Context: an optimization exercise on an open-source flow, tuned for small area, a short achievable clock period and few clock cycles per item. The choices shown serve that exercise and are no tape-out recipe.
Power is estimated from default activity; no workload was simulated.

==> inputs of run K <==
## game_step
module game_step #(
    parameter int N_BULLETS = 5,
    parameter int N_ENEMIES = 5,
    parameter int N_DIVERS  = 5
) (
    input  logic                    i_clk,
    input  logic                    i_rstn,
    input  logic                    i_start,
    input  logic [2:0]              i_act,
    input  logic [31:0]             i_player,
    input  logic [18*N_BULLETS-1:0] i_bullets,
    input  logic [18*N_ENEMIES-1:0] i_enemies,
    input  logic [18*N_DIVERS-1:0]  i_divers,
    input  logic [31:0]             i_score,
    output logic [31:0]             o_player,
    output logic [18*N_BULLETS-1:0] o_bullets,
    output logic [18*N_ENEMIES-1:0] o_enemies,
    output logic [18*N_DIVERS-1:0]  o_divers,
    output logic [31:0]             o_score,
    output logic                    o_done,
    output logic                    o_valid
);
==> module collision_score, before the edit <==
module collision_score #(
    parameter int N_BULLETS = 5,
    parameter int N_ENEMIES = 5,
    parameter int N_DIVERS  = 5
) (
    input  logic [31:0]             i_player,
    input  logic [18*N_BULLETS-1:0] i_bullets,
    input  logic [18*N_ENEMIES-1:0] i_enemies,
    input  logic [18*N_DIVERS-1:0]  i_divers,
    input  logic [31:0]             i_score,
    output logic [31:0]             o_player,
    output logic [18*N_BULLETS-1:0] o_bullets,
    output logic [18*N_ENEMIES-1:0] o_enemies,
    output logic [18*N_DIVERS-1:0]  o_divers,
    output logic [31:0]             o_score,
    output logic                    o_lose
);
    localparam int unsigned PLAYER_SIZE     = 10;
    localparam int unsigned ENEMY_SIZE      = 10;
    localparam int unsigned SURFACE_Y       = 10;  
    localparam int unsigned MAX_OXYGEN      = 1000;
    localparam int unsigned MAX_DIVERS_HELD = 6;
    localparam int unsigned SHOT_REWARD     = 20;
    localparam int unsigned DIVER_REWARD    = 50;
    localparam int unsigned RESCUE_REWARD   = 50;
    logic [31:0]             player_d;
    logic [18*N_BULLETS-1:0] bullets_d;
    logic [18*N_ENEMIES-1:0] enemies_d;
    logic [18*N_DIVERS-1:0]  divers_d;
    logic [31:0]             gain;
    logic                    lose;
    logic [7:0] px;
    logic [7:0] py;
    logic [9:0] poxy;
    logic [2:0] plives;
    logic [2:0] pdivc;
    assign px     = i_player[31:24];
    assign py     = i_player[23:16];
    assign poxy   = i_player[15:6];
    assign plives = i_player[5:3];
    assign pdivc  = i_player[2:0];
    always_comb begin
        player_d  = i_player;
        bullets_d = i_bullets;
        enemies_d = i_enemies;
        divers_d  = i_divers;
        gain      = '0;
        lose      = 1'b0;
        for (int e = 0; e < N_ENEMIES; e++) begin
            for (int b = 0; b < N_BULLETS; b++) begin
                if (enemies_d[18*e] && bullets_d[18*b]
                        && bullets_d[18*b+10 +: 8] > enemies_d[18*e+10 +: 8]
                        && bullets_d[18*b+10 +: 8] < enemies_d[18*e+10 +: 8] + ENEMY_SIZE
                        && bullets_d[18*b+2 +: 8] > enemies_d[18*e+2 +: 8]
                        && bullets_d[18*b+2 +: 8] < enemies_d[18*e+2 +: 8] + ENEMY_SIZE) begin
                    enemies_d[18*e] = 1'b0;
                    bullets_d[18*b] = 1'b0;
                    gain = gain + SHOT_REWARD;
                end
            end
        end
        for (int d = 0; d < N_DIVERS; d++) begin
            if (divers_d[18*d]
                    && divers_d[18*d+10 +: 8] >= px
                    && divers_d[18*d+10 +: 8] < px + PLAYER_SIZE
                    && divers_d[18*d+2 +: 8] >= py
                    && divers_d[18*d+2 +: 8] < py + PLAYER_SIZE) begin
                divers_d[18*d] = 1'b0;
                gain = gain + DIVER_REWARD;
                if (player_d[2:0] < 3'(MAX_DIVERS_HELD)) begin
                    player_d[2:0] = player_d[2:0] + 3'd1;
                end
            end
        end
        if (py < SURFACE_Y) begin
            player_d[15:6] = 10'(MAX_OXYGEN);
            if (pdivc == 3'(MAX_DIVERS_HELD)) begin   
                player_d[2:0] = 3'd0;
                gain = gain + RESCUE_REWARD;
            end
        end else if (poxy <= 10'd1) begin
            player_d[15:6] = 10'(MAX_OXYGEN);
            if (plives <= 3'd1) begin
                player_d[5:3] = 3'd0;
                lose = 1'b1;
            end else begin
                player_d[5:3] = plives - 3'd1;
            end
        end else begin
            player_d[15:6] = poxy - 10'd1;
        end
    end
    assign o_player  = player_d;
    assign o_bullets = bullets_d;
    assign o_enemies = enemies_d;
    assign o_divers  = divers_d;
    assign o_score   = i_score + gain;
    assign o_lose    = lose;
endmodule
==> flow/config.mk <==
export PLATFORM = sky130hd
export DESIGN_NAME = game_step
export DESIGN_NICKNAME = game_step
export VERILOG_FILES = /design/flow/design.v
export SDC_FILE = /design/flow/constraint.sdc
export NUM_CORES = 4
export LEC_CHECK = 0
export CAP_MARGIN = 20
export CORE_MARGIN = 2
export CORE_UTILIZATION = 40
export SLEW_MARGIN = 20
==> flow/constraint.sdc <==
create_clock -name core_clock -period 25.0 [get_ports {i_clk}]
set_input_delay 5.0000 -clock core_clock [delete_from_list [all_inputs] [get_ports {i_clk}]]
set_output_delay 5.0000 -clock core_clock [all_outputs]
set_load 0.01 [all_outputs]
run.sh (not shown) runs the stock make flow with config.mk's settings and CLKGATE_MAP_FILE= SYNTH_SCRIPT=/design/flow/synth_recipe.tcl, a recipe that flattens the netlist after the stock synthesis.
==> run Y: changes against run K <==
--- a/flow/design.v
+++ b/flow/design.v
@@ -98,5 +98,6 @@
     parameter int N_BULLETS = 5,
     parameter int N_ENEMIES = 5,
-    parameter int N_DIVERS  = 5
+    parameter int N_DIVERS  = 5,
+    parameter int WIN       = 0
 ) (
     input  logic [31:0]             i_player,
@@ -112,23 +113,13 @@
     output logic                    o_lose
 );
-    localparam int unsigned PLAYER_SIZE     = 10;
-    localparam int unsigned ENEMY_SIZE      = 10;
-    localparam int unsigned SURFACE_Y       = 10;  
-    localparam int unsigned MAX_OXYGEN      = 1000;
-    localparam int unsigned MAX_DIVERS_HELD = 6;
-    localparam int unsigned SHOT_REWARD     = 20;
-    localparam int unsigned DIVER_REWARD    = 50;
-    localparam int unsigned RESCUE_REWARD   = 50;
-    logic [31:0]             player_d;
-    logic [18*N_BULLETS-1:0] bullets_d;
-    logic [18*N_ENEMIES-1:0] enemies_d;
-    logic [18*N_DIVERS-1:0]  divers_d;
-    logic [31:0]             gain;
-    logic                    lose;
-    logic [7:0] px;
-    logic [7:0] py;
+    function automatic win(input logic [7:0] a, input logic [7:0] b,
+                                 input logic [1:0] lo, input logic [3:0] n);
+        logic [8:0] d;
+        d = {1'b0, a} - {1'b0, b} - {7'd0, lo};
+        win = d < {5'd0, n};
+    endfunction
+    logic [7:0] px, py;
     logic [9:0] poxy;
-    logic [2:0] plives;
-    logic [2:0] pdivc;
+    logic [2:0] plives, pdivc;
     assign px     = i_player[31:24];
     assign py     = i_player[23:16];
@@ -136,61 +127,63 @@
     assign plives = i_player[5:3];
     assign pdivc  = i_player[2:0];
-    always_comb begin
-        player_d  = i_player;
-        bullets_d = i_bullets;
-        enemies_d = i_enemies;
-        divers_d  = i_divers;
-        gain      = '0;
-        lose      = 1'b0;
+    logic [N_BULLETS-1:0] match [N_ENEMIES];
+    always_comb begin
+        for (int e = 0; e < N_ENEMIES; e++)
+            for (int b = 0; b < N_BULLETS; b++)
+                match[e][b] = i_enemies[18*e] && i_bullets[18*b]
+                    && win(i_bullets[18*b+10 +: 8], i_enemies[18*e+10 +: 8], 2'd1, 4'd9)
+                    && win(i_bullets[18*b+2 +: 8], i_enemies[18*e+2 +: 8], 2'd1, 4'd9);
+    end
+    logic [N_BULLETS-1:0] avail [N_ENEMIES+1];
+    logic [N_BULLETS-1:0] cand  [N_ENEMIES];
+    logic [N_BULLETS-1:0] take  [N_ENEMIES];
+    logic [N_ENEMIES-1:0] hit;
+    always_comb begin
+        avail[0] = '1;
         for (int e = 0; e < N_ENEMIES; e++) begin
-            for (int b = 0; b < N_BULLETS; b++) begin
-                if (enemies_d[18*e] && bullets_d[18*b]
-                        && bullets_d[18*b+10 +: 8] > enemies_d[18*e+10 +: 8]
-                        && bullets_d[18*b+10 +: 8] < enemies_d[18*e+10 +: 8] + ENEMY_SIZE
-                        && bullets_d[18*b+2 +: 8] > enemies_d[18*e+2 +: 8]
-                        && bullets_d[18*b+2 +: 8] < enemies_d[18*e+2 +: 8] + ENEMY_SIZE) begin
-                    enemies_d[18*e] = 1'b0;
-                    bullets_d[18*b] = 1'b0;
-                    gain = gain + SHOT_REWARD;
-                end
-            end
+            cand[e]      = match[e] & avail[e];
+            take[e]      = cand[e] & ~(cand[e] - 1'b1);
+            hit[e]       = |cand[e];
+            avail[e + 1] = avail[e] & ~take[e];
         end
-        for (int d = 0; d < N_DIVERS; d++) begin
-            if (divers_d[18*d]
-                    && divers_d[18*d+10 +: 8] >= px
-                    && divers_d[18*d+10 +: 8] < px + PLAYER_SIZE
-                    && divers_d[18*d+2 +: 8] >= py
-                    && divers_d[18*d+2 +: 8] < py + PLAYER_SIZE) begin
-                divers_d[18*d] = 1'b0;
-                gain = gain + DIVER_REWARD;
-                if (player_d[2:0] < 3'(MAX_DIVERS_HELD)) begin
-                    player_d[2:0] = player_d[2:0] + 3'd1;
-                end
-            end
-        end
-        if (py < SURFACE_Y) begin
-            player_d[15:6] = 10'(MAX_OXYGEN);
-            if (pdivc == 3'(MAX_DIVERS_HELD)) begin   
-                player_d[2:0] = 3'd0;
-                gain = gain + RESCUE_REWARD;
-            end
-        end else if (poxy <= 10'd1) begin
-            player_d[15:6] = 10'(MAX_OXYGEN);
-            if (plives <= 3'd1) begin
-                player_d[5:3] = 3'd0;
-                lose = 1'b1;
-            end else begin
-                player_d[5:3] = plives - 3'd1;
-            end
-        end else begin
-            player_d[15:6] = poxy - 10'd1;
-        end
-    end
-    assign o_player  = player_d;
-    assign o_bullets = bullets_d;
-    assign o_enemies = enemies_d;
-    assign o_divers  = divers_d;
-    assign o_score   = i_score + gain;
-    assign o_lose    = lose;
+    end
+    logic [N_DIVERS-1:0] pick;
+    always_comb begin
+        for (int d = 0; d < N_DIVERS; d++)
+            pick[d] = i_divers[18*d]
+                && win(i_divers[18*d+10 +: 8], px, 2'd0, 4'd10)
+                && win(i_divers[18*d+2 +: 8], py, 2'd0, 4'd10);
+    end
+    logic [2:0] n_hit, n_pick;
+    logic       surface, rescue, starve;
+    logic [2:0] divc_picked;
+    always_comb begin
+        n_hit  = '0;
+        n_pick = '0;
+        for (int e = 0; e < N_ENEMIES; e++) n_hit  = n_hit + 3'(hit[e]);
+        for (int d = 0; d < N_DIVERS; d++)  n_pick = n_pick + 3'(pick[d]);
+        divc_picked = pdivc;
+        if (pdivc < 3'd6) divc_picked = (4'(pdivc) + 4'(n_pick) >= 4'd6) ? 3'd6 : pdivc + n_pick;
+    end
+    assign surface = py < 8'd10;
+    assign rescue  = surface && pdivc == 3'd6;
+    assign starve  = !surface && poxy <= 10'd1;
+    assign o_lose  = starve && plives <= 3'd1;
+    always_comb begin
+        o_player = i_player;
+        o_player[2:0] = rescue ? 3'd0 : divc_picked;
+        if (surface || starve) o_player[15:6] = 10'd1000;
+        else o_player[15:6] = poxy - 10'd1;
+        if (starve) o_player[5:3] = (plives <= 3'd1) ? 3'd0 : plives - 3'd1;
+    end
+    always_comb begin
+        o_bullets = i_bullets;
+        o_enemies = i_enemies;
+        o_divers  = i_divers;
+        for (int b = 0; b < N_BULLETS; b++) o_bullets[18*b] = i_bullets[18*b] & avail[N_ENEMIES][b];
+        for (int e = 0; e < N_ENEMIES; e++) o_enemies[18*e] = i_enemies[18*e] & ~hit[e];
+        for (int d = 0; d < N_DIVERS; d++)  o_divers[18*d]  = i_divers[18*d] & ~pick[d];
+    end
+    assign o_score = i_score + 32'(n_hit) * 32'd20 + (32'(n_pick) + 32'(rescue)) * 32'd50;
 endmodule
 `timescale 1ns/1ns
==> comparison table <==
	run Y	run K
Outcome	timing/DRC/antenna clean	failed layout checks
Violated checks	-	setup timing
Non-clock buffers, area share	0.198	0.296
Share of cell area taken by flip-flops and latches	0.00136	0.000888
Total clock network power	24.7 uW	24.1 uW
Setup tns final	0 ps	-190020 ps
Distinct cells, synth	101	127
Count of final setup violators	0	29
Share of the synthesized netlist area taken by xor and xnor gates	0.0855	0.0613
Tapcells inserted	959	1243
Share of Yosys cell area claimed by the top area cell type	0.242	0.347
Footprint of the multi-input gates	26700 sq um	36800 sq um
Multi-input gate share of total cell area	0.725	0.654
Synth warn	8	4
Number of combinational gates with multiple inputs	3642	4511
Fin Hold WS	479 ps	514 ps
Die boundary width	275 um	309 um
Routed vias/inst	5.90	5.74
Violation count after the first detailed-route iteration	3470	3579
Unrepaired setup endpoints after global routing	no	yes
No run of this note included a check of the RTL's function; only the layout flow was run.

==> port drivers added, routing unchanged <==
The results above use ideal ports. As a check the final layouts listed here were re-extracted and re-timed, cells and wires unchanged. Step 1 assumes that a clkbuf_16 drives the clock port and a buf_2 every other input. Step 2 also shifts input and output timing later by t, the mid clock arrival at the registers, as if the neighbouring blocks saw the same clock. Three values: ideal, step 1, step 2; two values: the first two.
| run | t, ns | slack for setup (ns) | worst setup path after step 2 | clock arrival spread, ns | pins driven straight from the clock port |
|---|---|---|---|---|---|
| run K | 0.245 | -8.372 / -8.400 / -8.400 | input to output | 0.001 / 0.001 | 1 |
| run Y | 0.251 | 2.121 / 2.087 / 2.087 | input to output | 0.002 / 0.002 | 1 |
The setup slack of run Y, which loses most, moves by -0.034 ns with the drivers and by -0.034 ns with both steps.
